From an optimization exercise on the open Yosys and OpenROAD flow, aimed at small area and a short achievable clock period; shortcuts taken in it are not production practice.
Power is estimated from default activity; no workload was simulated.

Setup of the previous run:
==> flow/design.v <==
module imem_prog_store #(
  parameter int                INST_W  = 9,
  parameter int                PC_W    = 8,
  parameter int                ADDR_W  = 8,
  parameter int                NPROG   = 4,
  parameter logic [INST_W-1:0] HALT_OP = '1,
  parameter int                SEL_W   = (NPROG > 1) ? $clog2(NPROG) : 1
) (
  input  logic              CLK,
  input  logic              reset_n,
  input  logic              clr,
  input  logic              ld_start,
  input  logic [SEL_W-1:0]  ld_slot,
  input  logic              ld_valid,
  input  logic [INST_W-1:0] ld_data,
  input  logic              ld_last,
  output logic              ld_ready,
  output logic              ld_err,
  input  logic              fetch_en,
  input  logic [SEL_W-1:0]  prog_sel,
  input  logic [PC_W-1:0]   PC,
  output logic              fetch_rdy,
  output logic [INST_W-1:0] inst,
  output logic              inst_vld
);
  logic              state;
  logic [INST_W-1:0] mem [2**ADDR_W];
  logic [ADDR_W:0]   fill_ptr;
  logic [NPROG-1:0]  slot_vld;
  logic [ADDR_W-1:0] base [NPROG];
  logic [PC_W-1:0]   lst  [NPROG];
  logic [PC_W-1:0]   cnt;
  logic [SEL_W-1:0]  cur_slot;
  logic              full;
  logic              beat;
  logic              fetch_hit;
  assign full      = fill_ptr[ADDR_W];
  assign fetch_rdy = !state;
  assign ld_ready  = state && !full;
  assign beat      = ld_valid && ld_ready;
  function automatic logic [1:0] cmp2(input logic [1:0] x, input logic [1:0] y);
    case ({x, y})
      4'h0, 4'h5, 4'hA, 4'hF:               cmp2 = 2'b01;
      4'h4, 4'h8, 4'h9, 4'hC, 4'hD, 4'hE:   cmp2 = 2'b10;
      default:                              cmp2 = 2'b00;
    endcase
  endfunction
  function automatic logic [15:0] fetch_oh(input logic [1:0] sel, input logic [7:0] pc,
      input logic [7:0] b0, input logic [7:0] b1, input logic [7:0] b2, input logic [7:0] b3);
    logic [3:0] ps;
    logic [3:0] pd, bd, sd;
    logic [3:0] gen, prp, cin;
    logic [3:0] sdk [4];
    ps = 4'b1 << sel;
    for (int k = 0; k < 4; k++) begin
      pd = 4'b1 << pc[2*k+:2];
      bd = ((4'b1 << b0[2*k+:2]) & {4{ps[0]}}) | ((4'b1 << b1[2*k+:2]) & {4{ps[1]}}) |
           ((4'b1 << b2[2*k+:2]) & {4{ps[2]}}) | ((4'b1 << b3[2*k+:2]) & {4{ps[3]}});
      sd[0] = bd[0] & pd[0] | bd[1] & pd[3] | bd[2] & pd[2] | bd[3] & pd[1];
      sd[1] = bd[0] & pd[1] | bd[1] & pd[0] | bd[2] & pd[3] | bd[3] & pd[2];
      sd[2] = bd[0] & pd[2] | bd[1] & pd[1] | bd[2] & pd[0] | bd[3] & pd[3];
      sd[3] = bd[0] & pd[3] | bd[1] & pd[2] | bd[2] & pd[1] | bd[3] & pd[0];
      gen[k] = bd[1] & pd[3] | bd[2] & (pd[2] | pd[3]) | bd[3] & (pd[1] | pd[2] | pd[3]);
      prp[k] = sd[3];
      sdk[k] = sd;
    end
    cin[0] = 1'b0;
    cin[1] = gen[0];
    cin[2] = gen[1] | prp[1] & gen[0];
    cin[3] = gen[2] | prp[2] & gen[1] | prp[2] & prp[1] & gen[0];
    for (int k = 0; k < 4; k++)
      fetch_oh[4*k+:4] = cin[k] ? {sdk[k][2:0], sdk[k][3]} : sdk[k];
  endfunction
  logic [15:0] foh;
  logic [3:0]  oh [4];
  assign foh = fetch_oh(prog_sel, PC, base[0], base[1], base[2], base[3]);
  assign oh[0] = foh[3:0];
  assign oh[1] = foh[7:4];
  assign oh[2] = foh[11:8];
  assign oh[3] = foh[15:12];
  logic [PC_W-1:0] l;
  logic [1:0]      e [4];
  always_comb begin
    l = lst[prog_sel];
    for (int k = 0; k < 4; k++) e[k] = cmp2(PC[2*k+:2], l[2*k+:2]);
    fetch_hit = slot_vld[prog_sel] &&
                !(e[3][1] || e[3][0] && (e[2][1] || e[2][0] && (e[1][1] || e[1][0] && e[0][1])));
  end
  logic [INST_W-1:0] lv1 [64];
  logic [INST_W-1:0] lv2 [16];
  logic [INST_W-1:0] lv3 [4];
  for (genvar k = 0; k < 64; k++) begin : g_lv1
    for (genvar i = 0; i < INST_W; i++) begin : g_bit
      imem_sel4 u_sel (.o(oh[0]), .w({mem[4*k+3][i], mem[4*k+2][i], mem[4*k+1][i], mem[4*k][i]}),
                       .y(lv1[k][i]));
    end
  end
  for (genvar k = 0; k < 16; k++) begin : g_lv2
    for (genvar i = 0; i < INST_W; i++) begin : g_bit
      imem_sel4 u_sel (.o(oh[1]), .w({lv1[4*k+3][i], lv1[4*k+2][i], lv1[4*k+1][i], lv1[4*k][i]}),
                       .y(lv2[k][i]));
    end
  end
  for (genvar k = 0; k < 4; k++) begin : g_lv3
    for (genvar i = 0; i < INST_W; i++) begin : g_bit
      imem_sel4 u_sel (.o(oh[2]), .w({lv2[4*k+3][i], lv2[4*k+2][i], lv2[4*k+1][i], lv2[4*k][i]}),
                       .y(lv3[k][i]));
    end
  end
  logic [INST_W-1:0] nrd3 [4];
  logic [3:0]        roh3;
  logic [INST_W-1:0] nrdata;
  for (genvar i = 0; i < INST_W; i++) begin : g_lv4
    imem_sel4 u_sel (.o(roh3), .w({nrd3[3][i], nrd3[2][i], nrd3[1][i], nrd3[0][i]}),
                     .y(nrdata[i]));
  end
  assign inst = ~nrdata;
  always_ff @(posedge CLK) begin
    if (!clr && !state && fetch_en) begin
      for (int k = 0; k < 4; k++) nrd3[k] <= ~lv3[k];
    end
  end
  always_ff @(posedge CLK or negedge reset_n) begin
    if (!reset_n) begin
      roh3 <= '0;
    end else if (!clr && !state && fetch_en) begin
      roh3 <= oh[3] & {4{fetch_hit}};
    end
  end
  always_ff @(posedge CLK or negedge reset_n) begin
    if (!reset_n) begin
      state    <= 1'b0;
      fill_ptr <= '0;
      slot_vld <= '0;
      ld_err   <= 1'b0;
      inst_vld <= 1'b0;
    end else if (clr) begin
      state    <= 1'b0;
      fill_ptr <= '0;
      slot_vld <= '0;
      inst_vld <= 1'b0;
    end else if (!state) begin
      inst_vld <= fetch_en;
      if (ld_start) begin
        state             <= 1'b1;
        slot_vld[ld_slot] <= 1'b0;
      end
    end else begin
      inst_vld <= 1'b0;
      if (beat) begin
        fill_ptr <= fill_ptr + 1'b1;
        if (ld_last) begin
          state              <= 1'b0;
          slot_vld[cur_slot] <= 1'b1;
        end
      end else if (ld_valid) begin
        state  <= 1'b0;
        ld_err <= 1'b1;
      end
    end
  end
  always_ff @(posedge CLK) begin
    if (!clr) begin
      if (!state) begin
        if (ld_start) begin
          cur_slot      <= ld_slot;
          base[ld_slot] <= fill_ptr[ADDR_W-1:0];
          cnt           <= '0;
        end
      end else if (beat) begin
        cnt <= cnt + 1'b1;
        if (ld_last) lst[cur_slot] <= cnt;
      end
    end
  end
  always_ff @(posedge CLK) begin
    if (beat) mem[fill_ptr[ADDR_W-1:0]] <= ld_data;
  end
endmodule
module imem_sel4 (
  input  logic [3:0] o,
  input  logic [3:0] w,
  output logic       y
);
  assign y = |(w & o);
endmodule
clock: 5.5 ns
lec_check: 0
cap_margin: 20
core_margin: 2
core_utilization: 40
setup_slack_margin: 2.5
slew_margin: 20
synth_hierarchical: 1
run.sh (not shown) runs the stock make flow with config.mk's settings and CLKGATE_MAP_FILE= SYNTH_SCRIPT=/design/flow/synth_recipe.tcl, a recipe that flattens the netlist after the stock synthesis.
## Diff of input files: the current run against the previous run
--- a/flow/design.v
+++ b/flow/design.v
@@ -33,8 +33,9 @@
   logic [SEL_W-1:0]  cur_slot;
   logic              full;
   logic              beat;
   logic              fetch_hit;
+  logic [INST_W-1:0] rdata;
   assign full      = fill_ptr[ADDR_W];
   assign fetch_rdy = !state;
   assign ld_ready  = state && !full;
   assign beat      = ld_valid && ld_ready;
@@ -87,9 +88,8 @@
                 !(e[3][1] || e[3][0] && (e[2][1] || e[2][0] && (e[1][1] || e[1][0] && e[0][1])));
   end
   logic [INST_W-1:0] lv1 [64];
   logic [INST_W-1:0] lv2 [16];
-  logic [INST_W-1:0] lv3 [4];
   for (genvar k = 0; k < 64; k++) begin : g_lv1
     for (genvar i = 0; i < INST_W; i++) begin : g_bit
       imem_sel4 u_sel (.o(oh[0]), .w({mem[4*k+3][i], mem[4*k+2][i], mem[4*k+1][i], mem[4*k][i]}),
                        .y(lv1[k][i]));
@@ -100,48 +100,45 @@
       imem_sel4 u_sel (.o(oh[1]), .w({lv1[4*k+3][i], lv1[4*k+2][i], lv1[4*k+1][i], lv1[4*k][i]}),
                        .y(lv2[k][i]));
     end
   end
+  logic [INST_W-1:0] rd2 [16];
+  logic [3:0]        roh2, roh3;
+  logic              rmiss;
+  logic [INST_W-1:0] rl3 [4];
   for (genvar k = 0; k < 4; k++) begin : g_lv3
     for (genvar i = 0; i < INST_W; i++) begin : g_bit
-      imem_sel4 u_sel (.o(oh[2]), .w({lv2[4*k+3][i], lv2[4*k+2][i], lv2[4*k+1][i], lv2[4*k][i]}),
-                       .y(lv3[k][i]));
+      imem_sel4 u_sel (.o(roh2), .w({rd2[4*k+3][i], rd2[4*k+2][i], rd2[4*k+1][i], rd2[4*k][i]}),
+                       .y(rl3[k][i]));
     end
   end
-  logic [INST_W-1:0] nrd3 [4];
-  logic [3:0]        roh3;
-  logic [INST_W-1:0] nrdata;
   for (genvar i = 0; i < INST_W; i++) begin : g_lv4
-    imem_sel4 u_sel (.o(roh3), .w({nrd3[3][i], nrd3[2][i], nrd3[1][i], nrd3[0][i]}),
-                     .y(nrdata[i]));
+    imem_sel4 u_sel (.o(roh3), .w({rl3[3][i], rl3[2][i], rl3[1][i], rl3[0][i]}), .y(rdata[i]));
   end
-  assign inst = ~nrdata;
+  assign inst = rdata | {INST_W{rmiss}};
   always_ff @(posedge CLK) begin
     if (!clr && !state && fetch_en) begin
-      for (int k = 0; k < 4; k++) nrd3[k] <= ~lv3[k];
-    end
-  end
-  always_ff @(posedge CLK or negedge reset_n) begin
-    if (!reset_n) begin
-      roh3 <= '0;
-    end else if (!clr && !state && fetch_en) begin
-      roh3 <= oh[3] & {4{fetch_hit}};
+      for (int k = 0; k < 16; k++) rd2[k] <= lv2[k];
+      roh2 <= oh[2];
+      roh3 <= oh[3];
     end
   end
   always_ff @(posedge CLK or negedge reset_n) begin
     if (!reset_n) begin
       state    <= 1'b0;
       fill_ptr <= '0;
       slot_vld <= '0;
       ld_err   <= 1'b0;
+      rmiss    <= 1'b1;
       inst_vld <= 1'b0;
     end else if (clr) begin
       state    <= 1'b0;
       fill_ptr <= '0;
       slot_vld <= '0;
       inst_vld <= 1'b0;
     end else if (!state) begin
       inst_vld <= fetch_en;
+      if (fetch_en) rmiss <= !fetch_hit;
       if (ld_start) begin
         state             <= 1'b1;
         slot_vld[ld_slot] <= 1'b0;
       end
Findings:
The current run ended up with a lower total via count in the routed design than the previous run did. Wire length on met2 shrinks by a few percent when moving from the previous run to the current run. In the reports for the current run and the previous run, the larger final wirelength belongs to the previous run. The path type of the worst min-delay path comes out flop to flop in one run and input pin to asynchronous set/reset pin in the other, namely in the current run and the previous run respectively. The current run ended with every stage complete and zero timing, DRC or antenna violations. Relative to the previous run, the switching power share of the total of the current run is lower by 1.3 points. Re global-route usage: the current run is 2.7 points down on the previous run. | portion of total power attributed to the clock network | the current run vs the previous run | 2.1 points higher |.
No run of this note included a check of the RTL's function; only the layout flow was run.

-- what the ideal ports hide --
Ports are ideal in the flow. The routed layouts listed here were re-timed in OpenROAD.
Step 1, drivers: a clkbuf_16 drives CLK and a buf_2 each remaining input, both assumed.
Step 2 adds t to the input delays and takes it off the output delays; t is the mean of the earliest and latest rising clock arrival at the registers after step 1. Input paths then give back, and output paths get back, about the clock's delay inside the block.
a / b / c = ideal / step 1 / step 2; a / b = the first two.
run | t (ns) | setup slack, ns | hold WS [ns] | worst data-port slew with drivers (ns) | pins driven straight from the clock port
the previous run | 0.964 | 2.026 / 1.975 / 1.105 | 0.201 / 0.132 / 0.497 | 0.08 | 1
the current run | 0.962 | 1.380 / 1.292 / 1.534 | 0.502 / 0.502 / 0.502 | 0.09 | 1
After both steps setup and hold are still met in every run listed. For the previous run, which loses most, drivers alone change the setup slack by -0.051 ns; drivers and shift together by -0.921 ns.
